Context: an optimization exercise on an open-source flow, tuned for small area and a short achievable clock period. The choices shown serve that exercise and are no tape-out recipe. Where RTL was checked, it was by simulation tests only, not by an equivalence proof against the original. Only the layout flow was run in run 1; the RTL was not checked for function there. Power figures rest on the tool's default switching activity, not on a simulated workload.

==> flow/design.v <==
`timescale 1ns/1ps
module fc_layer (
    input  logic        clk,
    input  logic        rstn,
    input  logic        r_valid,
    input  logic [31:0] in_data,
    output logic        t_valid,
    output logic [31:0] out_data
);
    logic [3:0] cnt;
    logic       w_first, w_second, w_weight, w_bias;
    assign w_first  = r_valid && (cnt == 4'd2 || cnt == 4'd4 || cnt == 4'd6 || cnt == 4'd8);
    assign w_second = r_valid && (cnt == 4'd3 || cnt == 4'd5 || cnt == 4'd7 || cnt == 4'd9);
    assign w_weight = w_first || w_second;
    assign w_bias   = r_valid && (cnt == 4'd10);
    logic       start0;   
    logic       fin0;     
    logic       sb0;      
    logic [1:0] nid0;     
    always_ff @(posedge clk or negedge rstn) begin
        if (!rstn) begin
            cnt <= '0;
            sb0 <= 1'b0;
        end else begin
            if (r_valid) cnt <= (cnt == 4'd10) ? 4'd0 : cnt + 4'd1;
            sb0 <= w_bias;
        end
    end
    always_ff @(posedge clk) begin
        start0 <= w_first;
        fin0   <= w_second && (cnt != 4'd9);
        nid0   <= cnt[2:1] - 2'd1;
    end
    logic [31:0] feat_a, feat_b, feat_p;
    always_ff @(posedge clk) begin
        if (r_valid && cnt == 4'd0) feat_a <= in_data;
        if (r_valid && cnt == 4'd1) feat_b <= in_data;
        feat_p <= (cnt == 4'd10) ? 32'h0100_0000 : cnt[0] ? feat_b : feat_a;
    end
    logic [3:0] neg0, one0, two0, neg1, one1, two1, neg2, one2, two2, neg3, one3, two3;
    for (genvar k = 0; k < 4; k++) begin : g_enc
        logic [8:0] wx;
        logic [3:0] ng, on, tw;
        logic [3:0] ng_q, on_q, tw_q;
        assign wx = {in_data[8*k +: 8], 1'b0};
        for (genvar m = 0; m < 4; m++) begin : g_dig
            assign ng[m] = wx[2*m+2];
            assign on[m] = wx[2*m+1] ^ wx[2*m];
            assign tw[m] = (wx[2*m+2] & ~wx[2*m+1] & ~wx[2*m]) | (~wx[2*m+2] & wx[2*m+1] & wx[2*m]);
        end
        always_ff @(posedge clk) begin
            ng_q <= ng & {4{r_valid}};
            on_q <= on & {4{r_valid}};
            tw_q <= tw & {4{r_valid}};
        end
    end
    assign {neg0, one0, two0} = {g_enc[0].ng_q, g_enc[0].on_q, g_enc[0].tw_q};
    assign {neg1, one1, two1} = {g_enc[1].ng_q, g_enc[1].on_q, g_enc[1].tw_q};
    assign {neg2, one2, two2} = {g_enc[2].ng_q, g_enc[2].on_q, g_enc[2].tw_q};
    assign {neg3, one3, two3} = {g_enc[3].ng_q, g_enc[3].on_q, g_enc[3].tw_q};
    logic [7:0] bias_b [3];
    assign bias_b[0] = {neg0[3], one0[3] ^ neg0[2], neg0[2], one0[2] ^ neg0[1], neg0[1], one0[1] ^ neg0[0], neg0[0], one0[0]};
    assign bias_b[1] = {neg1[3], one1[3] ^ neg1[2], neg1[2], one1[2] ^ neg1[1], neg1[1], one1[1] ^ neg1[0], neg1[0], one1[0]};
    assign bias_b[2] = {neg2[3], one2[3] ^ neg2[2], neg2[2], one2[2] ^ neg2[1], neg2[1], one2[1] ^ neg2[0], neg2[0], one2[0]};
    logic [7:0] xf0, xf1, xf2, xf3;
    assign {xf3, xf2, xf1, xf0} = feat_p;
    logic [18:0] acc_s, acc_c, acc_sk, acc_ck;
    logic        keep1;
    assign acc_sk = acc_s & {19{keep1}};
    assign acc_ck = acc_c & {19{keep1}};
    wire r0 = ((one0[0] & xf0[0])) ^ neg0[0];
    wire r1 = ((one0[0] & xf0[1]) | (two0[0] & xf0[0])) ^ neg0[0];
    wire r2 = ((one0[0] & xf0[2]) | (two0[0] & xf0[1])) ^ neg0[0];
    wire r3 = ((one0[0] & xf0[3]) | (two0[0] & xf0[2])) ^ neg0[0];
    wire r4 = ((one0[0] & xf0[4]) | (two0[0] & xf0[3])) ^ neg0[0];
    wire r5 = ((one0[0] & xf0[5]) | (two0[0] & xf0[4])) ^ neg0[0];
    wire r6 = ((one0[0] & xf0[6]) | (two0[0] & xf0[5])) ^ neg0[0];
    wire r7 = ((one0[0] & xf0[7]) | (two0[0] & xf0[6])) ^ neg0[0];
    wire r8 = ((one0[0] & xf0[7]) | (two0[0] & xf0[7])) ^ neg0[0];
    wire r9 = ~(((one0[0] & xf0[7]) | (two0[0] & xf0[7])) ^ neg0[0]);
    wire r10 = ((one0[1] & xf0[0])) ^ neg0[1];
    wire r11 = ((one0[1] & xf0[1]) | (two0[1] & xf0[0])) ^ neg0[1];
    wire r12 = ((one0[1] & xf0[2]) | (two0[1] & xf0[1])) ^ neg0[1];
    wire r13 = ((one0[1] & xf0[3]) | (two0[1] & xf0[2])) ^ neg0[1];
    wire r14 = ((one0[1] & xf0[4]) | (two0[1] & xf0[3])) ^ neg0[1];
    wire r15 = ((one0[1] & xf0[5]) | (two0[1] & xf0[4])) ^ neg0[1];
    wire r16 = ((one0[1] & xf0[6]) | (two0[1] & xf0[5])) ^ neg0[1];
    wire r17 = ((one0[1] & xf0[7]) | (two0[1] & xf0[6])) ^ neg0[1];
    wire r18 = ((one0[1] & xf0[7]) | (two0[1] & xf0[7])) ^ neg0[1];
    wire r19 = ~(((one0[1] & xf0[7]) | (two0[1] & xf0[7])) ^ neg0[1]);
    wire r20 = ((one0[2] & xf0[0])) ^ neg0[2];
    wire r21 = ((one0[2] & xf0[1]) | (two0[2] & xf0[0])) ^ neg0[2];
    wire r22 = ((one0[2] & xf0[2]) | (two0[2] & xf0[1])) ^ neg0[2];
    wire r23 = ((one0[2] & xf0[3]) | (two0[2] & xf0[2])) ^ neg0[2];
    wire r24 = ((one0[2] & xf0[4]) | (two0[2] & xf0[3])) ^ neg0[2];
    wire r25 = ((one0[2] & xf0[5]) | (two0[2] & xf0[4])) ^ neg0[2];
    wire r26 = ((one0[2] & xf0[6]) | (two0[2] & xf0[5])) ^ neg0[2];
    wire r27 = ((one0[2] & xf0[7]) | (two0[2] & xf0[6])) ^ neg0[2];
    wire r28 = ((one0[2] & xf0[7]) | (two0[2] & xf0[7])) ^ neg0[2];
    wire r29 = ~(((one0[2] & xf0[7]) | (two0[2] & xf0[7])) ^ neg0[2]);
    wire r30 = ((one0[3] & xf0[0])) ^ neg0[3];
    wire r31 = ((one0[3] & xf0[1]) | (two0[3] & xf0[0])) ^ neg0[3];
    wire r32 = ((one0[3] & xf0[2]) | (two0[3] & xf0[1])) ^ neg0[3];
    wire r33 = ((one0[3] & xf0[3]) | (two0[3] & xf0[2])) ^ neg0[3];
    wire r34 = ((one0[3] & xf0[4]) | (two0[3] & xf0[3])) ^ neg0[3];
    wire r35 = ((one0[3] & xf0[5]) | (two0[3] & xf0[4])) ^ neg0[3];
    wire r36 = ((one0[3] & xf0[6]) | (two0[3] & xf0[5])) ^ neg0[3];
    wire r37 = ((one0[3] & xf0[7]) | (two0[3] & xf0[6])) ^ neg0[3];
    wire r38 = ((one0[3] & xf0[7]) | (two0[3] & xf0[7])) ^ neg0[3];
    wire r39 = ~(((one0[3] & xf0[7]) | (two0[3] & xf0[7])) ^ neg0[3]);
    wire r40 = ((one1[0] & xf1[0])) ^ neg1[0];
    wire r41 = ((one1[0] & xf1[1]) | (two1[0] & xf1[0])) ^ neg1[0];
    wire r42 = ((one1[0] & xf1[2]) | (two1[0] & xf1[1])) ^ neg1[0];
    wire r43 = ((one1[0] & xf1[3]) | (two1[0] & xf1[2])) ^ neg1[0];
    wire r44 = ((one1[0] & xf1[4]) | (two1[0] & xf1[3])) ^ neg1[0];
    wire r45 = ((one1[0] & xf1[5]) | (two1[0] & xf1[4])) ^ neg1[0];
    wire r46 = ((one1[0] & xf1[6]) | (two1[0] & xf1[5])) ^ neg1[0];
    wire r47 = ((one1[0] & xf1[7]) | (two1[0] & xf1[6])) ^ neg1[0];
    wire r48 = ((one1[0] & xf1[7]) | (two1[0] & xf1[7])) ^ neg1[0];
    wire r49 = ~(((one1[0] & xf1[7]) | (two1[0] & xf1[7])) ^ neg1[0]);
    wire r50 = ((one1[1] & xf1[0])) ^ neg1[1];
    wire r51 = ((one1[1] & xf1[1]) | (two1[1] & xf1[0])) ^ neg1[1];
    wire r52 = ((one1[1] & xf1[2]) | (two1[1] & xf1[1])) ^ neg1[1];
    wire r53 = ((one1[1] & xf1[3]) | (two1[1] & xf1[2])) ^ neg1[1];
    wire r54 = ((one1[1] & xf1[4]) | (two1[1] & xf1[3])) ^ neg1[1];
    wire r55 = ((one1[1] & xf1[5]) | (two1[1] & xf1[4])) ^ neg1[1];
    wire r56 = ((one1[1] & xf1[6]) | (two1[1] & xf1[5])) ^ neg1[1];
    wire r57 = ((one1[1] & xf1[7]) | (two1[1] & xf1[6])) ^ neg1[1];
    wire r58 = ((one1[1] & xf1[7]) | (two1[1] & xf1[7])) ^ neg1[1];
    wire r59 = ~(((one1[1] & xf1[7]) | (two1[1] & xf1[7])) ^ neg1[1]);
    wire r60 = ((one1[2] & xf1[0])) ^ neg1[2];
    wire r61 = ((one1[2] & xf1[1]) | (two1[2] & xf1[0])) ^ neg1[2];
    wire r62 = ((one1[2] & xf1[2]) | (two1[2] & xf1[1])) ^ neg1[2];
    wire r63 = ((one1[2] & xf1[3]) | (two1[2] & xf1[2])) ^ neg1[2];
    wire r64 = ((one1[2] & xf1[4]) | (two1[2] & xf1[3])) ^ neg1[2];
    wire r65 = ((one1[2] & xf1[5]) | (two1[2] & xf1[4])) ^ neg1[2];
    wire r66 = ((one1[2] & xf1[6]) | (two1[2] & xf1[5])) ^ neg1[2];
    wire r67 = ((one1[2] & xf1[7]) | (two1[2] & xf1[6])) ^ neg1[2];
    wire r68 = ((one1[2] & xf1[7]) | (two1[2] & xf1[7])) ^ neg1[2];
    wire r69 = ~(((one1[2] & xf1[7]) | (two1[2] & xf1[7])) ^ neg1[2]);
    wire r70 = ((one1[3] & xf1[0])) ^ neg1[3];
    wire r71 = ((one1[3] & xf1[1]) | (two1[3] & xf1[0])) ^ neg1[3];
    wire r72 = ((one1[3] & xf1[2]) | (two1[3] & xf1[1])) ^ neg1[3];
    wire r73 = ((one1[3] & xf1[3]) | (two1[3] & xf1[2])) ^ neg1[3];
    wire r74 = ((one1[3] & xf1[4]) | (two1[3] & xf1[3])) ^ neg1[3];
    wire r75 = ((one1[3] & xf1[5]) | (two1[3] & xf1[4])) ^ neg1[3];
    wire r76 = ((one1[3] & xf1[6]) | (two1[3] & xf1[5])) ^ neg1[3];
    wire r77 = ((one1[3] & xf1[7]) | (two1[3] & xf1[6])) ^ neg1[3];
    wire r78 = ((one1[3] & xf1[7]) | (two1[3] & xf1[7])) ^ neg1[3];
    wire r79 = ~(((one1[3] & xf1[7]) | (two1[3] & xf1[7])) ^ neg1[3]);
    wire r80 = ((one2[0] & xf2[0])) ^ neg2[0];
    wire r81 = ((one2[0] & xf2[1]) | (two2[0] & xf2[0])) ^ neg2[0];
    wire r82 = ((one2[0] & xf2[2]) | (two2[0] & xf2[1])) ^ neg2[0];
    wire r83 = ((one2[0] & xf2[3]) | (two2[0] & xf2[2])) ^ neg2[0];
    wire r84 = ((one2[0] & xf2[4]) | (two2[0] & xf2[3])) ^ neg2[0];
    wire r85 = ((one2[0] & xf2[5]) | (two2[0] & xf2[4])) ^ neg2[0];
    wire r86 = ((one2[0] & xf2[6]) | (two2[0] & xf2[5])) ^ neg2[0];
    wire r87 = ((one2[0] & xf2[7]) | (two2[0] & xf2[6])) ^ neg2[0];
    wire r88 = ((one2[0] & xf2[7]) | (two2[0] & xf2[7])) ^ neg2[0];
    wire r89 = ~(((one2[0] & xf2[7]) | (two2[0] & xf2[7])) ^ neg2[0]);
    wire r90 = ((one2[1] & xf2[0])) ^ neg2[1];
    wire r91 = ((one2[1] & xf2[1]) | (two2[1] & xf2[0])) ^ neg2[1];
    wire r92 = ((one2[1] & xf2[2]) | (two2[1] & xf2[1])) ^ neg2[1];
    wire r93 = ((one2[1] & xf2[3]) | (two2[1] & xf2[2])) ^ neg2[1];
    wire r94 = ((one2[1] & xf2[4]) | (two2[1] & xf2[3])) ^ neg2[1];
    wire r95 = ((one2[1] & xf2[5]) | (two2[1] & xf2[4])) ^ neg2[1];
    wire r96 = ((one2[1] & xf2[6]) | (two2[1] & xf2[5])) ^ neg2[1];
    wire r97 = ((one2[1] & xf2[7]) | (two2[1] & xf2[6])) ^ neg2[1];
    wire r98 = ((one2[1] & xf2[7]) | (two2[1] & xf2[7])) ^ neg2[1];
    wire r99 = ~(((one2[1] & xf2[7]) | (two2[1] & xf2[7])) ^ neg2[1]);
    wire r100 = ((one2[2] & xf2[0])) ^ neg2[2];
    wire r101 = ((one2[2] & xf2[1]) | (two2[2] & xf2[0])) ^ neg2[2];
    wire r102 = ((one2[2] & xf2[2]) | (two2[2] & xf2[1])) ^ neg2[2];
    wire r103 = ((one2[2] & xf2[3]) | (two2[2] & xf2[2])) ^ neg2[2];
    wire r104 = ((one2[2] & xf2[4]) | (two2[2] & xf2[3])) ^ neg2[2];
    wire r105 = ((one2[2] & xf2[5]) | (two2[2] & xf2[4])) ^ neg2[2];
    wire r106 = ((one2[2] & xf2[6]) | (two2[2] & xf2[5])) ^ neg2[2];
    wire r107 = ((one2[2] & xf2[7]) | (two2[2] & xf2[6])) ^ neg2[2];
    wire r108 = ((one2[2] & xf2[7]) | (two2[2] & xf2[7])) ^ neg2[2];
    wire r109 = ~(((one2[2] & xf2[7]) | (two2[2] & xf2[7])) ^ neg2[2]);
    wire r110 = ((one2[3] & xf2[0])) ^ neg2[3];
    wire r111 = ((one2[3] & xf2[1]) | (two2[3] & xf2[0])) ^ neg2[3];
    wire r112 = ((one2[3] & xf2[2]) | (two2[3] & xf2[1])) ^ neg2[3];
    wire r113 = ((one2[3] & xf2[3]) | (two2[3] & xf2[2])) ^ neg2[3];
    wire r114 = ((one2[3] & xf2[4]) | (two2[3] & xf2[3])) ^ neg2[3];
    wire r115 = ((one2[3] & xf2[5]) | (two2[3] & xf2[4])) ^ neg2[3];
    wire r116 = ((one2[3] & xf2[6]) | (two2[3] & xf2[5])) ^ neg2[3];
    wire r117 = ((one2[3] & xf2[7]) | (two2[3] & xf2[6])) ^ neg2[3];
    wire r118 = ((one2[3] & xf2[7]) | (two2[3] & xf2[7])) ^ neg2[3];
    wire r119 = ~(((one2[3] & xf2[7]) | (two2[3] & xf2[7])) ^ neg2[3]);
    wire r120 = ((one3[0] & xf3[0])) ^ neg3[0];
    wire r121 = ((one3[0] & xf3[1]) | (two3[0] & xf3[0])) ^ neg3[0];
    wire r122 = ((one3[0] & xf3[2]) | (two3[0] & xf3[1])) ^ neg3[0];
    wire r123 = ((one3[0] & xf3[3]) | (two3[0] & xf3[2])) ^ neg3[0];
    wire r124 = ((one3[0] & xf3[4]) | (two3[0] & xf3[3])) ^ neg3[0];
    wire r125 = ((one3[0] & xf3[5]) | (two3[0] & xf3[4])) ^ neg3[0];
    wire r126 = ((one3[0] & xf3[6]) | (two3[0] & xf3[5])) ^ neg3[0];
    wire r127 = ((one3[0] & xf3[7]) | (two3[0] & xf3[6])) ^ neg3[0];
    wire r128 = ((one3[0] & xf3[7]) | (two3[0] & xf3[7])) ^ neg3[0];
    wire r129 = ~(((one3[0] & xf3[7]) | (two3[0] & xf3[7])) ^ neg3[0]);
    wire r130 = ((one3[1] & xf3[0])) ^ neg3[1];
    wire r131 = ((one3[1] & xf3[1]) | (two3[1] & xf3[0])) ^ neg3[1];
    wire r132 = ((one3[1] & xf3[2]) | (two3[1] & xf3[1])) ^ neg3[1];
    wire r133 = ((one3[1] & xf3[3]) | (two3[1] & xf3[2])) ^ neg3[1];
    wire r134 = ((one3[1] & xf3[4]) | (two3[1] & xf3[3])) ^ neg3[1];
    wire r135 = ((one3[1] & xf3[5]) | (two3[1] & xf3[4])) ^ neg3[1];
    wire r136 = ((one3[1] & xf3[6]) | (two3[1] & xf3[5])) ^ neg3[1];
    wire r137 = ((one3[1] & xf3[7]) | (two3[1] & xf3[6])) ^ neg3[1];
    wire r138 = ((one3[1] & xf3[7]) | (two3[1] & xf3[7])) ^ neg3[1];
    wire r139 = ~(((one3[1] & xf3[7]) | (two3[1] & xf3[7])) ^ neg3[1]);
    wire r140 = ((one3[2] & xf3[0])) ^ neg3[2];
    wire r141 = ((one3[2] & xf3[1]) | (two3[2] & xf3[0])) ^ neg3[2];
    wire r142 = ((one3[2] & xf3[2]) | (two3[2] & xf3[1])) ^ neg3[2];
    wire r143 = ((one3[2] & xf3[3]) | (two3[2] & xf3[2])) ^ neg3[2];
    wire r144 = ((one3[2] & xf3[4]) | (two3[2] & xf3[3])) ^ neg3[2];
    wire r145 = ((one3[2] & xf3[5]) | (two3[2] & xf3[4])) ^ neg3[2];
    wire r146 = ((one3[2] & xf3[6]) | (two3[2] & xf3[5])) ^ neg3[2];
    wire r147 = ((one3[2] & xf3[7]) | (two3[2] & xf3[6])) ^ neg3[2];
    wire r148 = ((one3[2] & xf3[7]) | (two3[2] & xf3[7])) ^ neg3[2];
    wire r149 = ~(((one3[2] & xf3[7]) | (two3[2] & xf3[7])) ^ neg3[2]);
    wire r150 = ((one3[3] & xf3[0])) ^ neg3[3];
    wire r151 = ((one3[3] & xf3[1]) | (two3[3] & xf3[0])) ^ neg3[3];
    wire r152 = ((one3[3] & xf3[2]) | (two3[3] & xf3[1])) ^ neg3[3];
    wire r153 = ((one3[3] & xf3[3]) | (two3[3] & xf3[2])) ^ neg3[3];
    wire r154 = ((one3[3] & xf3[4]) | (two3[3] & xf3[3])) ^ neg3[3];
    wire r155 = ((one3[3] & xf3[5]) | (two3[3] & xf3[4])) ^ neg3[3];
    wire r156 = ((one3[3] & xf3[6]) | (two3[3] & xf3[5])) ^ neg3[3];
    wire r157 = ((one3[3] & xf3[7]) | (two3[3] & xf3[6])) ^ neg3[3];
    wire r158 = ((one3[3] & xf3[7]) | (two3[3] & xf3[7])) ^ neg3[3];
    wire r159 = ~(((one3[3] & xf3[7]) | (two3[3] & xf3[7])) ^ neg3[3]);
    wire x160 = neg0[0] ^ neg1[0];
    wire s161 = x160 ^ neg2[0];
    wire c162 = (neg0[0] & neg1[0]) | (neg2[0] & x160);
    wire x163 = neg0[1] ^ neg1[1];
    wire s164 = x163 ^ neg2[1];
    wire c165 = (neg0[1] & neg1[1]) | (neg2[1] & x163);
    wire x166 = neg3[1] ^ r2;
    wire s167 = x166 ^ r10;
    wire c168 = (neg3[1] & r2) | (r10 & x166);
    wire x169 = r42 ^ r50;
    wire s170 = x169 ^ r82;
    wire c171 = (r42 & r50) | (r82 & x169);
    wire x172 = c165 ^ r3;
    wire s173 = x172 ^ r11;
    wire c174 = (c165 & r3) | (r11 & x172);
    wire x175 = r43 ^ r51;
    wire s176 = x175 ^ r83;
    wire c177 = (r43 & r51) | (r83 & x175);
    wire s178 = r91 ^ r123;
    wire c179 = r91 & r123;
    wire x180 = neg0[2] ^ neg1[2];
    wire s181 = x180 ^ neg2[2];
    wire c182 = (neg0[2] & neg1[2]) | (neg2[2] & x180);
    wire x183 = neg3[2] ^ r4;
    wire s184 = x183 ^ r12;
    wire c185 = (neg3[2] & r4) | (r12 & x183);
    wire x186 = r20 ^ r44;
    wire s187 = x186 ^ r52;
    wire c188 = (r20 & r44) | (r52 & x186);
    wire x189 = r60 ^ r84;
    wire s190 = x189 ^ r92;
    wire c191 = (r60 & r84) | (r92 & x189);
    wire x192 = r100 ^ r124;
    wire s193 = x192 ^ r132;
    wire c194 = (r100 & r124) | (r132 & x192);
    wire x195 = r140 ^ s181;
    wire s196 = x195 ^ c179;
    wire c197 = (r140 & s181) | (c179 & x195);
    wire s198 = c174 ^ c177;
    wire c199 = c174 & c177;
    wire x200 = c182 ^ r5;
    wire s201 = x200 ^ r13;
    wire c202 = (c182 & r5) | (r13 & x200);
    wire x203 = r21 ^ r45;
    wire s204 = x203 ^ r53;
    wire c205 = (r21 & r45) | (r53 & x203);
    wire x206 = r61 ^ r85;
    wire s207 = x206 ^ r93;
    wire c208 = (r61 & r85) | (r93 & x206);
    wire x209 = r101 ^ r125;
    wire s210 = x209 ^ r133;
    wire c211 = (r101 & r125) | (r133 & x209);
    wire x212 = r141 ^ c185;
    wire s213 = x212 ^ c188;
    wire c214 = (r141 & c185) | (c188 & x212);
    wire x215 = c191 ^ c194;
    wire s216 = x215 ^ s201;
    wire c217 = (c191 & c194) | (s201 & x215);
    wire s218 = s204 ^ s207;
    wire c219 = s204 & s207;
    wire x220 = neg0[3] ^ neg1[3];
    wire s221 = x220 ^ neg2[3];
    wire c222 = (neg0[3] & neg1[3]) | (neg2[3] & x220);
    wire x223 = neg3[3] ^ r6;
    wire s224 = x223 ^ r14;
    wire c225 = (neg3[3] & r6) | (r14 & x223);
    wire x226 = r22 ^ r30;
    wire s227 = x226 ^ r46;
    wire c228 = (r22 & r30) | (r46 & x226);
    wire x229 = r54 ^ r62;
    wire s230 = x229 ^ r70;
    wire c231 = (r54 & r62) | (r70 & x229);
    wire x232 = r86 ^ r94;
    wire s233 = x232 ^ r102;
    wire c234 = (r86 & r94) | (r102 & x232);
    wire x235 = r110 ^ r126;
    wire s236 = x235 ^ r134;
    wire c237 = (r110 & r126) | (r134 & x235);
    wire x238 = r142 ^ r150;
    wire s239 = x238 ^ s221;
    wire c240 = (r142 & r150) | (s221 & x238);
    wire x241 = c202 ^ c205;
    wire s242 = x241 ^ c208;
    wire c243 = (c202 & c205) | (c208 & x241);
    wire x244 = c211 ^ s224;
    wire s245 = x244 ^ s227;
    wire c246 = (c211 & s224) | (s227 & x244);
    wire x247 = s230 ^ s233;
    wire s248 = x247 ^ s236;
    wire c249 = (s230 & s233) | (s236 & x247);
    wire s250 = s239 ^ c219;
    wire c251 = s239 & c219;
    wire x252 = c222 ^ r7;
    wire s253 = x252 ^ r15;
    wire c254 = (c222 & r7) | (r15 & x252);
    wire x255 = r23 ^ r31;
    wire s256 = x255 ^ r47;
    wire c257 = (r23 & r31) | (r47 & x255);
    wire x258 = r55 ^ r63;
    wire s259 = x258 ^ r71;
    wire c260 = (r55 & r63) | (r71 & x258);
    wire x261 = r87 ^ r95;
    wire s262 = x261 ^ r103;
    wire c263 = (r87 & r95) | (r103 & x261);
    wire x264 = r111 ^ r127;
    wire s265 = x264 ^ r135;
    wire c266 = (r111 & r127) | (r135 & x264);
    wire x267 = r143 ^ r151;
    wire s268 = x267 ^ c225;
    wire c269 = (r143 & r151) | (c225 & x267);
    wire x270 = c228 ^ c231;
    wire s271 = x270 ^ c234;
    wire c272 = (c228 & c231) | (c234 & x270);
    wire x273 = c237 ^ c240;
    wire s274 = x273 ^ s253;
    wire c275 = (c237 & c240) | (s253 & x273);
    wire x276 = s256 ^ s259;
    wire s277 = x276 ^ s262;
    wire c278 = (s256 & s259) | (s262 & x276);
    wire x279 = s265 ^ c243;
    wire s280 = x279 ^ c246;
    wire c281 = (s265 & c243) | (c246 & x279);
    wire s282 = c249 ^ s268;
    wire c283 = c249 & s268;
    wire x284 = r8 ^ r16;
    wire s285 = x284 ^ r24;
    wire c286 = (r8 & r16) | (r24 & x284);
    wire x287 = r32 ^ r48;
    wire s288 = x287 ^ r56;
    wire c289 = (r32 & r48) | (r56 & x287);
    wire x290 = r64 ^ r72;
    wire s291 = x290 ^ r88;
    wire c292 = (r64 & r72) | (r88 & x290);
    wire x293 = r96 ^ r104;
    wire s294 = x293 ^ r112;
    wire c295 = (r96 & r104) | (r112 & x293);
    wire x296 = r128 ^ r136;
    wire s297 = x296 ^ r144;
    wire c298 = (r128 & r136) | (r144 & x296);
    wire x299 = r152 ^ c254;
    wire s300 = x299 ^ c257;
    wire c301 = (r152 & c254) | (c257 & x299);
    wire x302 = c260 ^ c263;
    wire s303 = x302 ^ c266;
    wire c304 = (c260 & c263) | (c266 & x302);
    wire x305 = s285 ^ s288;
    wire s306 = x305 ^ s291;
    wire c307 = (s285 & s288) | (s291 & x305);
    wire x308 = s294 ^ s297;
    wire s309 = x308 ^ c269;
    wire c310 = (s294 & s297) | (c269 & x308);
    wire x311 = c272 ^ c275;
    wire s312 = x311 ^ c278;
    wire c313 = (c272 & c275) | (c278 & x311);
    wire s314 = s300 ^ s303;
    wire c315 = s300 & s303;
    wire x316 = r9 ^ r17;
    wire s317 = x316 ^ r25;
    wire c318 = (r9 & r17) | (r25 & x316);
    wire x319 = r33 ^ r49;
    wire s320 = x319 ^ r57;
    wire c321 = (r33 & r49) | (r57 & x319);
    wire x322 = r65 ^ r73;
    wire s323 = x322 ^ r89;
    wire c324 = (r65 & r73) | (r89 & x322);
    wire x325 = r97 ^ r105;
    wire s326 = x325 ^ r113;
    wire c327 = (r97 & r105) | (r113 & x325);
    wire x328 = r129 ^ r137;
    wire s329 = x328 ^ r145;
    wire c330 = (r129 & r137) | (r145 & x328);
    wire x331 = r153 ^ c286;
    wire s332 = x331 ^ c289;
    wire c333 = (r153 & c286) | (c289 & x331);
    wire x334 = c292 ^ c295;
    wire s335 = x334 ^ c298;
    wire c336 = (c292 & c295) | (c298 & x334);
    wire x337 = s317 ^ s320;
    wire s338 = x337 ^ s323;
    wire c339 = (s317 & s320) | (s323 & x337);
    wire x340 = s326 ^ s329;
    wire s341 = x340 ^ c301;
    wire c342 = (s326 & s329) | (c301 & x340);
    wire x343 = c304 ^ c307;
    wire s344 = x343 ^ s332;
    wire c345 = (c304 & c307) | (s332 & x343);
    wire s346 = s335 ^ s338;
    wire c347 = s335 & s338;
    wire x348 = r18 ^ r26;
    wire s349 = x348 ^ r34;
    wire c350 = (r18 & r26) | (r34 & x348);
    wire x351 = r58 ^ r66;
    wire s352 = x351 ^ r74;
    wire c353 = (r58 & r66) | (r74 & x351);
    wire x354 = r98 ^ r106;
    wire s355 = x354 ^ r114;
    wire c356 = (r98 & r106) | (r114 & x354);
    wire x357 = r138 ^ r146;
    wire s358 = x357 ^ r154;
    wire c359 = (r138 & r146) | (r154 & x357);
    wire x360 = c318 ^ c321;
    wire s361 = x360 ^ c324;
    wire c362 = (c318 & c321) | (c324 & x360);
    wire x363 = c327 ^ c330;
    wire s364 = x363 ^ s349;
    wire c365 = (c327 & c330) | (s349 & x363);
    wire x366 = s352 ^ s355;
    wire s367 = x366 ^ s358;
    wire c368 = (s352 & s355) | (s358 & x366);
    wire x369 = c333 ^ c336;
    wire s370 = x369 ^ c339;
    wire c371 = (c333 & c336) | (c339 & x369);
    wire s372 = s361 ^ s364;
    wire c373 = s361 & s364;
    wire x374 = 1'b1 ^ r19;
    wire s375 = x374 ^ r27;
    wire c376 = (1'b1 & r19) | (r27 & x374);
    wire x377 = r35 ^ r59;
    wire s378 = x377 ^ r67;
    wire c379 = (r35 & r59) | (r67 & x377);
    wire x380 = r75 ^ r99;
    wire s381 = x380 ^ r107;
    wire c382 = (r75 & r99) | (r107 & x380);
    wire x383 = r115 ^ r139;
    wire s384 = x383 ^ r147;
    wire c385 = (r115 & r139) | (r147 & x383);
    wire x386 = r155 ^ c350;
    wire s387 = x386 ^ c353;
    wire c388 = (r155 & c350) | (c353 & x386);
    wire x389 = c356 ^ c359;
    wire s390 = x389 ^ s375;
    wire c391 = (c356 & c359) | (s375 & x389);
    wire x392 = s378 ^ s381;
    wire s393 = x392 ^ s384;
    wire c394 = (s378 & s381) | (s384 & x392);
    wire x395 = c362 ^ c365;
    wire s396 = x395 ^ c368;
    wire c397 = (c362 & c365) | (c368 & x395);
    wire x398 = 1'b1 ^ r28;
    wire s399 = x398 ^ r36;
    wire c400 = (1'b1 & r28) | (r36 & x398);
    wire x401 = r68 ^ r76;
    wire s402 = x401 ^ r108;
    wire c403 = (r68 & r76) | (r108 & x401);
    wire x404 = r116 ^ r148;
    wire s405 = x404 ^ r156;
    wire c406 = (r116 & r148) | (r156 & x404);
    wire x407 = c376 ^ c379;
    wire s408 = x407 ^ c382;
    wire c409 = (c376 & c379) | (c382 & x407);
    wire x410 = c385 ^ s399;
    wire s411 = x410 ^ s402;
    wire c412 = (c385 & s399) | (s402 & x410);
    wire s413 = s405 ^ c388;
    wire c414 = s405 & c388;
    wire x415 = r29 ^ r37;
    wire s416 = x415 ^ r69;
    wire c417 = (r29 & r37) | (r69 & x415);
    wire x418 = r77 ^ r109;
    wire s419 = x418 ^ r117;
    wire c420 = (r77 & r109) | (r117 & x418);
    wire x421 = r149 ^ r157;
    wire s422 = x421 ^ c400;
    wire c423 = (r149 & r157) | (c400 & x421);
    wire x424 = c403 ^ c406;
    wire s425 = x424 ^ s416;
    wire c426 = (c403 & c406) | (s416 & x424);
    wire x427 = 1'b1 ^ r38;
    wire s428 = x427 ^ r78;
    wire c429 = (1'b1 & r38) | (r78 & x427);
    wire s430 = r118 ^ r158;
    wire c431 = r118 & r158;
    logic pa0_0, pa0_1, pa0_2, pa0_3, pa0_4, pa0_5, pa1_0, pa1_1, pa1_2, pa1_3, pa1_4, pa2_0, pa2_1, pa2_2, pa2_3, pa2_4, pa2_5, pa3_0, pa3_1, pa3_2, pa3_3, pa3_4, pa3_5, pa4_0, pa4_1, pa4_2, pa4_3, pa4_4, pa4_5, pa5_0, pa5_1, pa5_2, pa5_3, pa5_4, pa5_5, pa6_0, pa6_1, pa6_2, pa6_3, pa6_4, pa6_5, pa7_0, pa7_1, pa7_2, pa7_3, pa7_4, pa7_5, pa8_0, pa8_1, pa8_2, pa8_3, pa8_4, pa8_5, pa9_0, pa9_1, pa9_2, pa9_3, pa9_4, pa9_5, pa10_0, pa10_1, pa10_2, pa10_3, pa10_4, pa10_5, pa11_0, pa11_1, pa11_2, pa11_3, pa11_4, pa11_5, pa12_0, pa12_1, pa12_2, pa12_3, pa12_4, pa12_5, pa13_0, pa13_1, pa13_2, pa13_3, pa13_4, pa13_5, pa14_0, pa14_1, pa14_2, pa14_3, pa14_4, pa14_5, pa15_0, pa15_1, pa15_2, pa15_3, pa15_4, pa15_5;
    always_ff @(posedge clk) begin
        pa0_0 <= neg3[0];
        pa0_1 <= r0;
        pa0_2 <= r40;
        pa0_3 <= r80;
        pa0_4 <= r120;
        pa0_5 <= s161;
        pa1_0 <= r1;
        pa1_1 <= r41;
        pa1_2 <= r81;
        pa1_3 <= r121;
        pa1_4 <= c162;
        pa2_0 <= r90;
        pa2_1 <= r122;
        pa2_2 <= r130;
        pa2_3 <= s164;
        pa2_4 <= s167;
        pa2_5 <= s170;
        pa3_0 <= r131;
        pa3_1 <= c168;
        pa3_2 <= c171;
        pa3_3 <= s173;
        pa3_4 <= s176;
        pa3_5 <= s178;
        pa4_0 <= s184;
        pa4_1 <= s187;
        pa4_2 <= s190;
        pa4_3 <= s193;
        pa4_4 <= s196;
        pa4_5 <= s198;
        pa5_0 <= s210;
        pa5_1 <= c197;
        pa5_2 <= c199;
        pa5_3 <= s213;
        pa5_4 <= s216;
        pa5_5 <= s218;
        pa6_0 <= c214;
        pa6_1 <= c217;
        pa6_2 <= s242;
        pa6_3 <= s245;
        pa6_4 <= s248;
        pa6_5 <= s250;
        pa7_0 <= s271;
        pa7_1 <= c251;
        pa7_2 <= s274;
        pa7_3 <= s277;
        pa7_4 <= s280;
        pa7_5 <= s282;
        pa8_0 <= s306;
        pa8_1 <= c283;
        pa8_2 <= c281;
        pa8_3 <= s309;
        pa8_4 <= s312;
        pa8_5 <= s314;
        pa9_0 <= c315;
        pa9_1 <= c310;
        pa9_2 <= c313;
        pa9_3 <= s341;
        pa9_4 <= s344;
        pa9_5 <= s346;
        pa10_0 <= s367;
        pa10_1 <= c347;
        pa10_2 <= c342;
        pa10_3 <= c345;
        pa10_4 <= s370;
        pa10_5 <= s372;
        pa11_0 <= s387;
        pa11_1 <= s390;
        pa11_2 <= s393;
        pa11_3 <= c373;
        pa11_4 <= c371;
        pa11_5 <= s396;
        pa12_0 <= c391;
        pa12_1 <= c394;
        pa12_2 <= s408;
        pa12_3 <= s411;
        pa12_4 <= c397;
        pa12_5 <= s413;
        pa13_0 <= s419;
        pa13_1 <= c409;
        pa13_2 <= c412;
        pa13_3 <= s422;
        pa13_4 <= c414;
        pa13_5 <= s425;
        pa14_0 <= c417;
        pa14_1 <= c420;
        pa14_2 <= s428;
        pa14_3 <= c423;
        pa14_4 <= c426;
        pa14_5 <= s430;
        pa15_0 <= r39;
        pa15_1 <= r79;
        pa15_2 <= r119;
        pa15_3 <= r159;
        pa15_4 <= c429;
        pa15_5 <= c431;
    end
    wire x432 = pa0_0 ^ pa0_1;
    wire s433 = x432 ^ pa0_2;
    wire c434 = (pa0_0 & pa0_1) | (pa0_2 & x432);
    wire x435 = pa0_3 ^ pa0_4;
    wire s436 = x435 ^ pa0_5;
    wire c437 = (pa0_3 & pa0_4) | (pa0_5 & x435);
    wire x438 = acc_sk[0] ^ acc_ck[0];
    wire s439 = x438 ^ s433;
    wire c440 = (acc_sk[0] & acc_ck[0]) | (s433 & x438);
    wire x441 = pa1_0 ^ pa1_1;
    wire s442 = x441 ^ pa1_2;
    wire c443 = (pa1_0 & pa1_1) | (pa1_2 & x441);
    wire x444 = pa1_3 ^ pa1_4;
    wire s445 = x444 ^ acc_sk[1];
    wire c446 = (pa1_3 & pa1_4) | (acc_sk[1] & x444);
    wire x447 = acc_ck[1] ^ c434;
    wire s448 = x447 ^ c437;
    wire c449 = (acc_ck[1] & c434) | (c437 & x447);
    wire x450 = s442 ^ s445;
    wire s451 = x450 ^ c440;
    wire c452 = (s442 & s445) | (c440 & x450);
    wire x453 = pa2_0 ^ pa2_1;
    wire s454 = x453 ^ pa2_2;
    wire c455 = (pa2_0 & pa2_1) | (pa2_2 & x453);
    wire x456 = pa2_3 ^ pa2_4;
    wire s457 = x456 ^ pa2_5;
    wire c458 = (pa2_3 & pa2_4) | (pa2_5 & x456);
    wire x459 = acc_sk[2] ^ acc_ck[2];
    wire s460 = x459 ^ c443;
    wire c461 = (acc_sk[2] & acc_ck[2]) | (c443 & x459);
    wire x462 = s454 ^ s457;
    wire s463 = x462 ^ c446;
    wire c464 = (s454 & s457) | (c446 & x462);
    wire x465 = c449 ^ s460;
    wire s466 = x465 ^ s463;
    wire c467 = (c449 & s460) | (s463 & x465);
    wire x468 = pa3_0 ^ pa3_1;
    wire s469 = x468 ^ pa3_2;
    wire c470 = (pa3_0 & pa3_1) | (pa3_2 & x468);
    wire x471 = pa3_3 ^ pa3_4;
    wire s472 = x471 ^ pa3_5;
    wire c473 = (pa3_3 & pa3_4) | (pa3_5 & x471);
    wire x474 = acc_sk[3] ^ acc_ck[3];
    wire s475 = x474 ^ c455;
    wire c476 = (acc_sk[3] & acc_ck[3]) | (c455 & x474);
    wire x477 = c458 ^ s469;
    wire s478 = x477 ^ s472;
    wire c479 = (c458 & s469) | (s472 & x477);
    wire x480 = c461 ^ s475;
    wire s481 = x480 ^ s478;
    wire c482 = (c461 & s475) | (s478 & x480);
    wire s483 = c464 ^ s481;
    wire c484 = c464 & s481;
    wire x485 = pa4_0 ^ pa4_1;
    wire s486 = x485 ^ pa4_2;
    wire c487 = (pa4_0 & pa4_1) | (pa4_2 & x485);
    wire x488 = pa4_3 ^ pa4_4;
    wire s489 = x488 ^ pa4_5;
    wire c490 = (pa4_3 & pa4_4) | (pa4_5 & x488);
    wire x491 = acc_sk[4] ^ acc_ck[4];
    wire s492 = x491 ^ c470;
    wire c493 = (acc_sk[4] & acc_ck[4]) | (c470 & x491);
    wire x494 = c473 ^ s486;
    wire s495 = x494 ^ s489;
    wire c496 = (c473 & s486) | (s489 & x494);
    wire x497 = c476 ^ c479;
    wire s498 = x497 ^ s492;
    wire c499 = (c476 & c479) | (s492 & x497);
    wire x500 = s495 ^ c482;
    wire s501 = x500 ^ s498;
    wire c502 = (s495 & c482) | (s498 & x500);
    wire x503 = pa5_0 ^ pa5_1;
    wire s504 = x503 ^ pa5_2;
    wire c505 = (pa5_0 & pa5_1) | (pa5_2 & x503);
    wire x506 = pa5_3 ^ pa5_4;
    wire s507 = x506 ^ pa5_5;
    wire c508 = (pa5_3 & pa5_4) | (pa5_5 & x506);
    wire x509 = acc_sk[5] ^ acc_ck[5];
    wire s510 = x509 ^ c487;
    wire c511 = (acc_sk[5] & acc_ck[5]) | (c487 & x509);
    wire x512 = c490 ^ s504;
    wire s513 = x512 ^ s507;
    wire c514 = (c490 & s504) | (s507 & x512);
    wire x515 = c493 ^ c496;
    wire s516 = x515 ^ s510;
    wire c517 = (c493 & c496) | (s510 & x515);
    wire x518 = s513 ^ c499;
    wire s519 = x518 ^ s516;
    wire c520 = (s513 & c499) | (s516 & x518);
    wire x521 = pa6_0 ^ pa6_1;
    wire s522 = x521 ^ pa6_2;
    wire c523 = (pa6_0 & pa6_1) | (pa6_2 & x521);
    wire x524 = pa6_3 ^ pa6_4;
    wire s525 = x524 ^ pa6_5;
    wire c526 = (pa6_3 & pa6_4) | (pa6_5 & x524);
    wire x527 = acc_sk[6] ^ acc_ck[6];
    wire s528 = x527 ^ c505;
    wire c529 = (acc_sk[6] & acc_ck[6]) | (c505 & x527);
    wire x530 = c508 ^ s522;
    wire s531 = x530 ^ s525;
    wire c532 = (c508 & s522) | (s525 & x530);
    wire x533 = c511 ^ c514;
    wire s534 = x533 ^ s528;
    wire c535 = (c511 & c514) | (s528 & x533);
    wire x536 = s531 ^ c517;
    wire s537 = x536 ^ s534;
    wire c538 = (s531 & c517) | (s534 & x536);
    wire x539 = pa7_0 ^ pa7_1;
    wire s540 = x539 ^ pa7_2;
    wire c541 = (pa7_0 & pa7_1) | (pa7_2 & x539);
    wire x542 = pa7_3 ^ pa7_4;
    wire s543 = x542 ^ pa7_5;
    wire c544 = (pa7_3 & pa7_4) | (pa7_5 & x542);
    wire x545 = acc_sk[7] ^ acc_ck[7];
    wire s546 = x545 ^ c523;
    wire c547 = (acc_sk[7] & acc_ck[7]) | (c523 & x545);
    wire x548 = c526 ^ s540;
    wire s549 = x548 ^ s543;
    wire c550 = (c526 & s540) | (s543 & x548);
    wire x551 = c529 ^ c532;
    wire s552 = x551 ^ s546;
    wire c553 = (c529 & c532) | (s546 & x551);
    wire x554 = s549 ^ c535;
    wire s555 = x554 ^ s552;
    wire c556 = (s549 & c535) | (s552 & x554);
    wire x557 = pa8_0 ^ pa8_1;
    wire s558 = x557 ^ pa8_2;
    wire c559 = (pa8_0 & pa8_1) | (pa8_2 & x557);
    wire x560 = pa8_3 ^ pa8_4;
    wire s561 = x560 ^ pa8_5;
    wire c562 = (pa8_3 & pa8_4) | (pa8_5 & x560);
    wire x563 = acc_sk[8] ^ acc_ck[8];
    wire s564 = x563 ^ c541;
    wire c565 = (acc_sk[8] & acc_ck[8]) | (c541 & x563);
    wire x566 = c544 ^ s558;
    wire s567 = x566 ^ s561;
    wire c568 = (c544 & s558) | (s561 & x566);
    wire x569 = c547 ^ c550;
    wire s570 = x569 ^ s564;
    wire c571 = (c547 & c550) | (s564 & x569);
    wire x572 = s567 ^ c553;
    wire s573 = x572 ^ s570;
    wire c574 = (s567 & c553) | (s570 & x572);
    wire x575 = pa9_0 ^ pa9_1;
    wire s576 = x575 ^ pa9_2;
    wire c577 = (pa9_0 & pa9_1) | (pa9_2 & x575);
    wire x578 = pa9_3 ^ pa9_4;
    wire s579 = x578 ^ pa9_5;
    wire c580 = (pa9_3 & pa9_4) | (pa9_5 & x578);
    wire x581 = acc_sk[9] ^ acc_ck[9];
    wire s582 = x581 ^ c559;
    wire c583 = (acc_sk[9] & acc_ck[9]) | (c559 & x581);
    wire x584 = c562 ^ s576;
    wire s585 = x584 ^ s579;
    wire c586 = (c562 & s576) | (s579 & x584);
    wire x587 = c565 ^ c568;
    wire s588 = x587 ^ s582;
    wire c589 = (c565 & c568) | (s582 & x587);
    wire x590 = s585 ^ c571;
    wire s591 = x590 ^ s588;
    wire c592 = (s585 & c571) | (s588 & x590);
    wire x593 = pa10_0 ^ pa10_1;
    wire s594 = x593 ^ pa10_2;
    wire c595 = (pa10_0 & pa10_1) | (pa10_2 & x593);
    wire x596 = pa10_3 ^ pa10_4;
    wire s597 = x596 ^ pa10_5;
    wire c598 = (pa10_3 & pa10_4) | (pa10_5 & x596);
    wire x599 = acc_sk[10] ^ acc_ck[10];
    wire s600 = x599 ^ c577;
    wire c601 = (acc_sk[10] & acc_ck[10]) | (c577 & x599);
    wire x602 = c580 ^ s594;
    wire s603 = x602 ^ s597;
    wire c604 = (c580 & s594) | (s597 & x602);
    wire x605 = c583 ^ c586;
    wire s606 = x605 ^ s600;
    wire c607 = (c583 & c586) | (s600 & x605);
    wire x608 = s603 ^ c589;
    wire s609 = x608 ^ s606;
    wire c610 = (s603 & c589) | (s606 & x608);
    wire x611 = pa11_0 ^ pa11_1;
    wire s612 = x611 ^ pa11_2;
    wire c613 = (pa11_0 & pa11_1) | (pa11_2 & x611);
    wire x614 = pa11_3 ^ pa11_4;
    wire s615 = x614 ^ pa11_5;
    wire c616 = (pa11_3 & pa11_4) | (pa11_5 & x614);
    wire x617 = acc_sk[11] ^ acc_ck[11];
    wire s618 = x617 ^ c595;
    wire c619 = (acc_sk[11] & acc_ck[11]) | (c595 & x617);
    wire x620 = c598 ^ s612;
    wire s621 = x620 ^ s615;
    wire c622 = (c598 & s612) | (s615 & x620);
    wire x623 = c601 ^ c604;
    wire s624 = x623 ^ s618;
    wire c625 = (c601 & c604) | (s618 & x623);
    wire x626 = s621 ^ c607;
    wire s627 = x626 ^ s624;
    wire c628 = (s621 & c607) | (s624 & x626);
    wire x629 = pa12_0 ^ pa12_1;
    wire s630 = x629 ^ pa12_2;
    wire c631 = (pa12_0 & pa12_1) | (pa12_2 & x629);
    wire x632 = pa12_3 ^ pa12_4;
    wire s633 = x632 ^ pa12_5;
    wire c634 = (pa12_3 & pa12_4) | (pa12_5 & x632);
    wire x635 = acc_sk[12] ^ acc_ck[12];
    wire s636 = x635 ^ c613;
    wire c637 = (acc_sk[12] & acc_ck[12]) | (c613 & x635);
    wire x638 = c616 ^ s630;
    wire s639 = x638 ^ s633;
    wire c640 = (c616 & s630) | (s633 & x638);
    wire x641 = c619 ^ c622;
    wire s642 = x641 ^ s636;
    wire c643 = (c619 & c622) | (s636 & x641);
    wire x644 = s639 ^ c625;
    wire s645 = x644 ^ s642;
    wire c646 = (s639 & c625) | (s642 & x644);
    wire x647 = pa13_0 ^ pa13_1;
    wire s648 = x647 ^ pa13_2;
    wire c649 = (pa13_0 & pa13_1) | (pa13_2 & x647);
    wire x650 = pa13_3 ^ pa13_4;
    wire s651 = x650 ^ pa13_5;
    wire c652 = (pa13_3 & pa13_4) | (pa13_5 & x650);
    wire x653 = acc_sk[13] ^ acc_ck[13];
    wire s654 = x653 ^ c631;
    wire c655 = (acc_sk[13] & acc_ck[13]) | (c631 & x653);
    wire x656 = c634 ^ s648;
    wire s657 = x656 ^ s651;
    wire c658 = (c634 & s648) | (s651 & x656);
    wire x659 = c637 ^ c640;
    wire s660 = x659 ^ s654;
    wire c661 = (c637 & c640) | (s654 & x659);
    wire x662 = s657 ^ c643;
    wire s663 = x662 ^ s660;
    wire c664 = (s657 & c643) | (s660 & x662);
    wire x665 = pa14_0 ^ pa14_1;
    wire s666 = x665 ^ pa14_2;
    wire c667 = (pa14_0 & pa14_1) | (pa14_2 & x665);
    wire x668 = pa14_3 ^ pa14_4;
    wire s669 = x668 ^ pa14_5;
    wire c670 = (pa14_3 & pa14_4) | (pa14_5 & x668);
    wire x671 = acc_sk[14] ^ acc_ck[14];
    wire s672 = x671 ^ c649;
    wire c673 = (acc_sk[14] & acc_ck[14]) | (c649 & x671);
    wire x674 = c652 ^ s666;
    wire s675 = x674 ^ s669;
    wire c676 = (c652 & s666) | (s669 & x674);
    wire x677 = c655 ^ c658;
    wire s678 = x677 ^ s672;
    wire c679 = (c655 & c658) | (s672 & x677);
    wire x680 = s675 ^ c661;
    wire s681 = x680 ^ s678;
    wire c682 = (s675 & c661) | (s678 & x680);
    wire x683 = pa15_0 ^ pa15_1;
    wire s684 = x683 ^ pa15_2;
    wire c685 = (pa15_0 & pa15_1) | (pa15_2 & x683);
    wire x686 = pa15_3 ^ pa15_4;
    wire s687 = x686 ^ pa15_5;
    wire c688 = (pa15_3 & pa15_4) | (pa15_5 & x686);
    wire x689 = acc_sk[15] ^ acc_ck[15];
    wire s690 = x689 ^ c667;
    wire c691 = (acc_sk[15] & acc_ck[15]) | (c667 & x689);
    wire x692 = c670 ^ s684;
    wire s693 = x692 ^ s687;
    wire c694 = (c670 & s684) | (s687 & x692);
    wire x695 = c673 ^ c676;
    wire s696 = x695 ^ s690;
    wire c697 = (c673 & c676) | (s690 & x695);
    wire x698 = s693 ^ c679;
    wire s699 = x698 ^ s696;
    wire c700 = (s693 & c679) | (s696 & x698);
    wire x701 = 1'b1 ^ acc_sk[16];
    wire s702 = x701 ^ acc_ck[16];
    wire c703 = (1'b1 & acc_sk[16]) | (acc_ck[16] & x701);
    wire x704 = c685 ^ c688;
    wire s705 = x704 ^ s702;
    wire c706 = (c685 & c688) | (s702 & x704);
    wire x707 = c691 ^ c694;
    wire s708 = x707 ^ s705;
    wire c709 = (c691 & c694) | (s705 & x707);
    wire s710 = c697 ^ s708;
    wire c711 = c697 & s708;
    wire x712 = acc_sk[17] ^ acc_ck[17];
    wire s713 = x712 ^ c703;
    wire c714 = (acc_sk[17] & acc_ck[17]) | (c703 & x712);
    wire x715 = c706 ^ s713;
    wire s716 = x715 ^ c709;
    wire c717 = (c706 & s713) | (c709 & x715);
    wire x718 = 1'b1 ^ acc_sk[18];
    wire s719 = x718 ^ acc_ck[18];
    wire s720 = s719 ^ c714;
    always_ff @(posedge clk) begin
        acc_s <= {c717, c711, c700, c682, c664, c646, c628, c610, c592, c574, c556, c538, c520, c502, c484, c467, c452, s448, s436};
        acc_c <= {s720, s716, s710, s699, s681, s663, s645, s627, s609, s591, s573, s555, s537, s519, s501, s483, s466, s451, s439};
    end
    logic       fin1, sb1, fin2, sb2;
    logic [1:0] nid1, nid2;
    always_ff @(posedge clk or negedge rstn) begin
        if (!rstn) begin
            sb1     <= 1'b0;
            sb2     <= 1'b0;
        end else begin
            sb1     <= sb0;
            sb2     <= sb1;
        end
    end
    always_ff @(posedge clk) begin
        t_valid <= sb2;
        keep1 <= !start0;
        fin1  <= fin0;
        nid1  <= nid0;
        fin2  <= fin1;
        nid2  <= nid1;
    end
    logic [18:0] tot;
    assign tot = acc_s + acc_c;
    logic signed [10:0] tot_hi;
    assign tot_hi = tot[18:8];
    logic signed [10:0] held_h [3];
    logic [7:0]         held_l [3];
    always_ff @(posedge clk) begin
        for (int j = 0; j < 3; j++) begin
            if (fin2 && nid2 == 2'(j)) begin
                held_h[j] <= tot_hi;
                held_l[j] <= tot[7:0];
            end
        end
    end
    function automatic logic [7:0] sat(input logic signed [11:0] z);
        if (z > 12'sd127) sat = 8'h7f;
        else if (z < -12'sd128) sat = 8'h80;
        else sat = z[7:0];
    endfunction
    logic [2:0] bias_co, bias_neg;
    logic [7:0] res [3];
    for (genvar j = 0; j < 3; j++) begin : g_fin
        logic [8:0]  lo_sum;
        logic [11:0] z;
        assign lo_sum = {1'b0, held_l[j]} + {1'b0, bias_b[j]};
        always_ff @(posedge clk) begin
            if (sb0) begin
                bias_co[j]  <= lo_sum[8];
                bias_neg[j] <= bias_b[j][7];
            end
        end
        assign z      = {held_h[j][10], held_h[j]} + {{11{bias_neg[j] & ~bias_co[j]}}, bias_neg[j] ^ bias_co[j]};
        assign res[j] = sat(z);
    end
    always_ff @(posedge clk) begin
        for (int j = 0; j < 3; j++)
            out_data[31-8*j -: 8] <= res[j];
        out_data[7:0] <= sat({tot_hi[10], tot_hi});
    end
endmodule
==> flow/flow/run.sh <==
#!/bin/bash
# Standard layout, with strong buffers on the ports, sizing free to change a
# cell's footprint, and timing repair aiming 5.4 ns past the 8 ns clock. The
# make output goes to flow_make.log here; each ORFS step keeps its own log
# under orfs/logs.
set -euo pipefail
bash standard.sh \
    BUFFER_PORTS_ARGS="-buffer_cell sky130_fd_sc_hd__buf_4" \
    MATCH_CELL_FOOTPRINT=0 \
    SETUP_SLACK_MARGIN=5.4 \
    finish > flow_make.log 2>&1
==> flow/standard.sh <==
#!/bin/bash
# synth_recipe.tcl (not shown) runs the flow's synth.tcl, then flattens the netlist and writes it again
# the make line also repeats each setting of config.mk as NAME=value (left out here)
make -C /OpenROAD-flow-scripts/flow DESIGN_CONFIG=/design/flow/config.mk WORK_HOME=/design/flow/orfs CLKGATE_MAP_FILE= SYNTH_SCRIPT=/design/flow/synth_recipe.tcl "${@:-finish}"
==> flow/config.mk <==
export PLATFORM = sky130hd
export DESIGN_NAME = fc_layer
export DESIGN_NICKNAME = fc_layer
export VERILOG_FILES = /design/flow/design.v
export SDC_FILE = /design/flow/constraint.sdc
export NUM_CORES = 4
export LEC_CHECK = 0
export CAP_MARGIN = 20
export CORE_MARGIN = 2
export CORE_UTILIZATION = 65
export CTS_CLUSTER_DIAMETER = 100
export CTS_CLUSTER_SIZE = 20
export SLEW_MARGIN = 20
==> flow/constraint.sdc <==
create_clock -name core_clock -period 8.0 [get_ports {clk}]
set_input_delay 1.6000 -clock core_clock [delete_from_list [all_inputs] [get_ports {clk}]]
set_output_delay 1.6000 -clock core_clock [all_outputs]
set_load 0.01 [all_outputs]
==> results of run 1 <==
## worst max path at each step
stage / start / endpoint / slack (ns)
floorplan: bias_neg[2]$_DFFE_PP_ / out_data[10]$_SDFF_PN1_ / 4.95
global placement: r_valid / feat_a[30]$_DFFE_PP_ / 4.68
detailed placement: bias_co[2]$_DFFE_PP_ / out_data[10]$_SDFF_PN1_ / 4.65
CTS: bias_neg[2]$_DFFE_PP_ / out_data[10]$_SDFF_PN1_ / 4.96
global route: bias_neg[2]$_DFFE_PP_ / out_data[11]$_SDFF_PN1_ / 4.84
finish: bias_neg[2]$_DFFE_PP_ / out_data[10]$_SDFF_PN1_ / 5.00
## stage by stage
| stage | instance area, um^2 | power [mW] | instances | hold WS (ns) | setup slack, ns |
|---|---|---|---|---|---|
| 5_1_grt | 23600 | 11.6 | 2323 | 0.338 | 4.84 |
| 2_1_floorplan | 21200 | 7.06 | 1877 | 0.310 | 4.95 |
| 4_1_cts | 23100 | 10.4 | 2301 | 0.330 | 4.96 |
| 6_report | 23600 | 10.6 | 2323 | 0.329 | 5.00 |
| 3_3_place_gp | 21700 | 8.52 | 2231 | 0.313 | 4.68 |
| 3_5_place_dp | 21700 | 8.81 | 2231 | 0.312 | 4.65 |
## worst reg2reg max path, delay by kind of cell (launching register included)
family	cells	cell delay (ns)
and+or+nand+nor	1	0.34
AOI/OAI and AO/OA	6	1.14
xor gates and xnor gates	1	0.17
buffers and inverters	2	0.26
DFF	1	0.42
adders and majority gates	3	0.58
## where the power goes
part,switching [mW],leakage [nW],total [mW],internal [mW]
logic,3.27,5.78,5.84,2.57
clock network,0.625,0.311,1.17,0.544
registers,0.586,3.40,3.57,2.99
total,4.48,9.49,10.6,6.10
## metal layers
| layer | up-vias | global-route usage, % | share of wire (%) |
|---|---|---|---|
| met5 | - | 0 | 0 |
| met3 | 103 | 3.07 | 5.1 |
| met1 | 6612 | 37.3 | 41 |
| li1 | 6344 | - | - |
| met4 | 0 | 10.6 | 4.3 |
| met2 | 421 | 48.6 | 49 |
## repair_timing
action	4_1_cts	5_1_grt
cloned	2	0
setup buffers	29	22
gates resized for setup	123	111
setup endpoints to repair	188	101
pin swaps	36	43
## layout make-up
type | count | area (um^2)
Multi-Input combinational cell | 1170 | 11400
Sequential cell | 391 | 9230
Fill cell | 2141 | 8020
Timing Repair Buffer | 124 | 1100
Inverter | 197 | 743
Clock buffer | 37 | 628
Tap cell | 402 | 503
Clock inverter | 2 | 20.0
## logic make-up (layout without fill, tap and decap cells)
kind of cell,count (synthesis),in the layout,synth area share (%)
AO/OA/AOI/OAI,384,384,12.7
flip-flops,391,391,43.6
XOR/XNOR,220,220,9.23
AND/OR/NAND/NOR,313,315,7.49
buffers and inverters,318,360,5.74
multiplexers,5,5,0.251
adder cells (fa/ha/maj),246,246,21.0
## flip-flops by register name, indices dropped and copies added (netlist names), 4 cells and up
register and cells:
g_enc.ng_q 16, feat_b 32, feat_p 32, out_data 32, g_enc.tw_q 16, g_enc.on_q 16
held_h 33, acc_s 19, feat_a 32, cnt 4, acc_c 19, held_l 24
## cells in the final DEF, fill, tap and decap left out, types with 45 or more instances in the layout
| cell | instances |
|---|---|
| dfxtp_1 | 194 |
| inv_1 | 185 |
| fa_1 | 174 |
| xnor2_1 | 139 |
| edfxtp_1 | 127 |
| a22oi_1 | 116 |
| nand2_1 | 106 |
| buf_4 | 83 |
| xor2_1 | 66 |
| o21ai_0 | 59 |
| ha_1 | 57 |
| dfxtp_2 | 56 |
| nor2_1 | 48 |
| and2_1 | 45 |
==> impl_results.md, run 1 <==
- Status: no timing/DRC/antenna violations
- R2r startpoint: bias_neg[2]$_DFFE_PP_
- Yosys cell types: 75
- I/O pin cnt: 68
- Die ar.: 33,700 um^2
- Core box area: 31,600 um^2
- FFs w/ async S/R, synth: 1.79%
- GPL Wtd Cong: 0.946
- Post-route ant nets: 0
- Drc violations: 0
- Critical Path End Type: flip-flop
- Post-Route Utilization: 74.6%
- All-Layer GR Usage: 28.3%
- Layout cells sized above 1: 17.6%
- Critical path data arrival time: 3.43 ns
- Post-synth EDFFs: 127
- First-pass GRT wire length: 73.4 mm
- Vias in the first global route: 13,614
- Area Overhead vs Synth: 12.7%
- Reg2reg path depth: 13
- Ys flop type: dfxtp_1
- Tightest Hold Check Type: flip-flop to flip-flop
- Area share of the largest cell type after synthesis: 24.6%
- Routed WL: 46.7 mm
- Worst-skew pair later-pin latency: 0.55 ns
- Worst vdd ir: 0.453 mV
- Endpoints failing hold: 0
- Final TNS setup: 0 ns
- Top post-synthesis cells by area: dfxtp_1 25%, edfxtp_1 18%, fa_1 17%, xnor2_1 6.3%, ha_1 4.2%
- Largest stage delay, worst path: 0.42 ns
- WHS Endpoint: fin2$_DFF_P_
- Cell Pwr Density: 448 nW/um^2
- Post-layout nets: 2,188
- Levels on crit path: 13
- Vias per cell: 5.80
- WP buf/inv: 2
- CP Class: flip-flop to flip-flop
- CP Max Fanout: 7
- Ant diodes: 0
- 1st-iter DRT viols: 905
- Final setup vio count: 0
- Gr ovfl total: 0
- Static Leak: 9.49 nW
- Syn Std Cell Area: 21,000 um^2
- Initial Utilization: 66.2%
- Most used cell, CP: ha_4
- Sequential area share after synthesis: 43.6%
- CP Launch Type: flip-flop
- Post-route clock period utilization: 37.5%
- Dominant cell by count in the synthesized netlist: dfxtp_1
- Hold Path Depth: 0
- Top cells by count, synth: 257 x dfxtp_1, 195 x inv_1, 175 x fa_1
- H-tree depth: 1
- Cells after Synth: 1,877
- R2r setup slk: 5.00 ns
- Hold_sp: fin1$_DFF_P_
- CTS tree: yes
- Syn nets: 2,158
- Total number of vias: 13,480
- Seq cells post-synth: 391
- Syn avg cell area: 11.2 um^2
- Slew HR: 29.2%
- Max Transition Viols Final: 0
- CTS max path bufs: 3
- Largest net degree at the start of global routing: 52
- Total of max-cap violations: 0
- Hold bufs inserted after CTS: 0
- Initial antenna violation count: 0
- Required time worst endpoint: 8.43 ns
- Critical Path Slowest Stage Cell: edfxtp_1
- Largest area contributor in the netlist: dfxtp_1
- Clock Sinks: 391
- CTS clk-pin slew, worst paths: 0.09 ns
- FP Rows: 65
- Top delay family on crit path: compound AO/OA/AOI/OAI gates
- Least-Margin Pin Slew: 1.06 ns
- Root Driver: clkbuf_16
- DPL Wire Length: 34.7 mm
- CTS Buf Count: 23
- Pre-antenna DRT Iters: 6
- Fmax achieved: 0.333 GHz
- Min Tclk post-route: 3.00 ns
- Cell Chain, Critical Path: ha_1 -> inv_2 -> ha_4 -> ha_4 -> or3b_1 -> a21bo_1 -> a41oi_2 -> o22ai_2 -> a221oi_2 -> xnor2_2 -> o41ai_4 -> buf_4 -> o21ai_1
- Die H: 184 um
- Avg WL per Cell: 20.1 um
- Die X: 184 um
- RSZ-0062 raised after global routing: true
- Synthesis Warnings: 5
- Clock Skews: 0.0144 ns
- Crit Reg-Reg Endpoint: out_data[10]$_SDFF_PN1_
- I/O Buffers: 67
==> run 2, diff against run 1 <==
--- a/flow/design.v
+++ b/flow/design.v
@@ -929,11 +929,15 @@
         else if (z < -12'sd128) sat = 8'h80;
         else sat = z[7:0];
     endfunction
-    logic [2:0] bias_co, bias_neg;
     logic [7:0] res [3];
+    logic [2:0] bias_co, bias_neg;
     for (genvar j = 0; j < 3; j++) begin : g_fin
-        logic [8:0]  lo_sum;
-        logic [11:0] z;
+        logic [8:0] lo_sum;
+        logic [7:0] u;
+        logic       at_top, at_bot;
+        assign u      = sat({held_h[j][10], held_h[j]});
+        assign at_top = (held_h[j] > 11'sd126) || (held_h[j] < -11'sd128);
+        assign at_bot = (held_h[j] > 11'sd127) || (held_h[j] < -11'sd127);
         assign lo_sum = {1'b0, held_l[j]} + {1'b0, bias_b[j]};
         always_ff @(posedge clk) begin
             if (sb0) begin
@@ -941,12 +945,12 @@
                 bias_neg[j] <= bias_b[j][7];
             end
         end
-        assign z      = {held_h[j][10], held_h[j]} + {{11{bias_neg[j] & ~bias_co[j]}}, bias_neg[j] ^ bias_co[j]};
-        assign res[j] = sat(z);
+        assign res[j] = (bias_co[j] && !bias_neg[j] && !at_top) ? u + 8'd1 :
+                        (!bias_co[j] && bias_neg[j] && !at_bot) ? u - 8'd1 : u;
     end
     always_ff @(posedge clk) begin
         for (int j = 0; j < 3; j++)
             out_data[31-8*j -: 8] <= res[j];
-        out_data[7:0] <= sat({tot_hi[10], tot_hi});
+        out_data[7:0] <= (tot_hi > 11'sd127) ? 8'h7f : (tot_hi < -11'sd128) ? 8'h80 : tot_hi[7:0];
     end
 endmodule
--- a/flow/config.mk
+++ b/flow/config.mk
@@ -7,7 +7,7 @@
 export LEC_CHECK = 0
 export CAP_MARGIN = 20
 export CORE_MARGIN = 2
-export CORE_UTILIZATION = 65
+export CORE_UTILIZATION = 58
 export CTS_CLUSTER_DIAMETER = 100
 export CTS_CLUSTER_SIZE = 20
 export SLEW_MARGIN = 20
==> run 2 against run 1 <==
Still clean on timing, DRC and antenna. Clock-buffer cell count shrank 2. Combinational power grew 1%. Routed wire length shrank 1.3%. Worst setup slack gained 0.40 ns. Via count shrank 7.4%. Core utilization shrank 10 points. Clock skew shrank 0.00055 ns. Synthesized area shrank 3.4%. Sequential power shrank 2%. Global-route usage shrank 2.0 points. Cell count shrank 2.8%. Critical endpoint is now out_data[14]. Largest cell class unchanged.
==> impl_results.md, run 2 <==
- Post-synth EDFFs: 127 (unchanged)
- Status: no timing/DRC/antenna violations
- Logic gate share of total power: 55.8% (+0.6 points)
- Max reg flops: 33 (unchanged)
- Critical Path End Type: output pin
- Required time worst endpoint: 6.40 ns (-2.03 ns)
- Final setup vio count: 0 (unchanged)
- Area Overhead vs Synth: 9.67%
- Top post-synthesis cells by area: dfxtp_1 25%, edfxtp_1 19%, fa_1 17%, xnor2_1 6.1%, a22oi_1 4.2%
- Share of power burned in registers: 33.2% (-0.6 points)
- Post-route ant nets: 0 (unchanged)
- Post-Route Utilization: 64.4% (-10 points)
- Pre-antenna DRT Iters: 6 (unchanged)
- Dominant cell by count in the synthesized netlist: dfxtp_1
- Hold_sp: nid1[1]$_DFF_P_
- GPL Wtd Cong: 0.936 (-1.1%)
- CP Max Fanout: 1 (-6)
- CP Launch Type: flip-flop
- Vias per cell: 5.53 (-4.7%)
- Reg2reg path depth: 5 (-8)
- Seq cells post-synth: 391 (unchanged)
- Final TNS setup: 0 ns (unchanged)
- Endpoints failing hold: 0 (unchanged)
- WHS Endpoint: nid2[1]$_DFF_P_
- Ant diodes: 0 (unchanged)
- Min Tclk post-route: 2.60 ns (-0.403 ns)
- Most frequent cells in the layout: 188 x dfxtp_1, 174 x inv_1, 174 x fa_1
- Psw: 4.54 mW (+1.4%)
- Root Driver: clkbuf_16
- All-Layer GR Usage: 26.3% (-2.0 points)
- Syn nets: 2,062 (-4.4%)
- Clk pwr share: 11.1% (about the same)
- Syn avg cell area: 11.3 um^2 (+1.3%)
- Cell Pwr Density: 477 nW/um^2 (+6.4%)
- Area share of the largest cell type after synthesis: 25.4% (+0.87 points)
- Multi-input logic area: 10,200 um^2 (-10%)
- CTS tree: yes
- Largest stage delay, worst path: 0.34 ns (-0.08 ns)
- Most common cell after layout, fill and taps aside: dfxtp_1
- First-pass GRT wire length: 72.2 mm (-1.6%)
- 1st-iter DRT viols: 864 (-4.5%)
- R2r startpoint: feat_p[13]$_SDFF_PP0_
- FFs w/ async S/R, synth: 1.79% (unchanged)
- Worst-skew pair later-pin latency: 0.54 ns (about the same)
- Sw Ratio: 42.9% (+0.63 points)
- Cell Chain, Critical Path: buf_6
- Fmax achieved: 0.385 GHz (+16%)
- Core box area: 34,500 um^2 (+8.9%)
- Routed WL: 46.1 mm (-1.3%)
==> run 2: timing repair <==
action,in CTS,in global routing
endpoints found under the setup margin,111,131
setup buffers,8,3
endpoints found under the hold margin,0,0
pin swaps,4,9
gates cloned,1,2
resized for setup,80,68
==> run 2: cell families after synthesis <==
family | synth area share [%]
multiplexers | 1.73
buffers and inverters | 5.45
XOR/XNOR | 8.48
AO/OA/AOI/OAI | 9.71
adder cells (fa/ha/maj) | 21.1
AND/OR/NAND/NOR | 8.34
flip-flops | 45.1
==> run 2: worst reg2reg max path, delay by kind of cell, from the launching register on <==
kind,cells,cell delay (ns)
adders and majority gates,3,1.48
xor gates and xnor gates,1,0.18
AOI/OAI and AO/OA,1,0.17
DFF,1,0.56
==> run 2: power groups by stage <==
stage | sequential (mW) | combinational, mW | clock [mW]
after CTS | 3.49 | 5.85 | 1.20
after global placement | 3.50 | 5.28 | 0
after global routing | 3.58 | 6.78 | 1.27
after detailed placement | 3.52 | 5.47 | 0
after floorplan | 3.24 | 3.91 | 0
final | 3.51 | 5.90 | 1.17
==> run 2: metal layers <==
layer	global-route usage, %	share of wire [%]	vias up
met5	0	0	-
met4	8.50	3.4	0
met3	3.00	4.6	81
met2	43.0	48	378
met1	36.7	44	6089
li1	-	-	5934
==> run 2: final cells by class <==
class / count / area share [%]
Tap cell: 455 / 2.57
Clock buffer: 35 / 2.80
Clock inverter: 2 / 0.0902
Multi-Input combinational cell: 1112 / 46.0
Timing Repair inverter: 1 / 0.0226
Timing Repair Buffer: 84 / 3.83
Sequential cell: 391 / 41.6
Inverter: 177 / 3.01
==> run 2: how the worst max path moves through the flow <==
stage / start / end / slack, ns / depth (start not counted)
2_1_floorplan: r_valid / feat_a[0]$_DFFE_PP_ / 5.06 / 2
4_1_cts: out_data[14]$_DFF_P_ / out_data[14] / 5.37 / 1
3_5_place_dp: r_valid / feat_a[30]$_DFFE_PP_ / 4.45 / 4
3_3_place_gp: r_valid / feat_a[30]$_DFFE_PP_ / 4.49 / 4
5_1_grt: held_h[2][7]$_DFFE_PP_ / out_data[14]$_DFF_P_ / 5.35 / 9
6_report: out_data[14]$_DFF_P_ / out_data[14] / 5.40 / 1
==> run 2: stage by stage <==
step	std cells	power (mW)	setup slack (ns)	hold WS [ns]	instance area, um^2
final	2257	10.6	5.40	0.331	22200
after floorplan	1790	7.15	5.06	0.310	20300
after global placement	2206	8.78	4.49	0.314	20900
after detailed placement	2206	8.99	4.45	0.312	20900
after global routing	2257	11.6	5.35	0.338	22200
after CTS	2252	10.5	5.37	0.332	22000
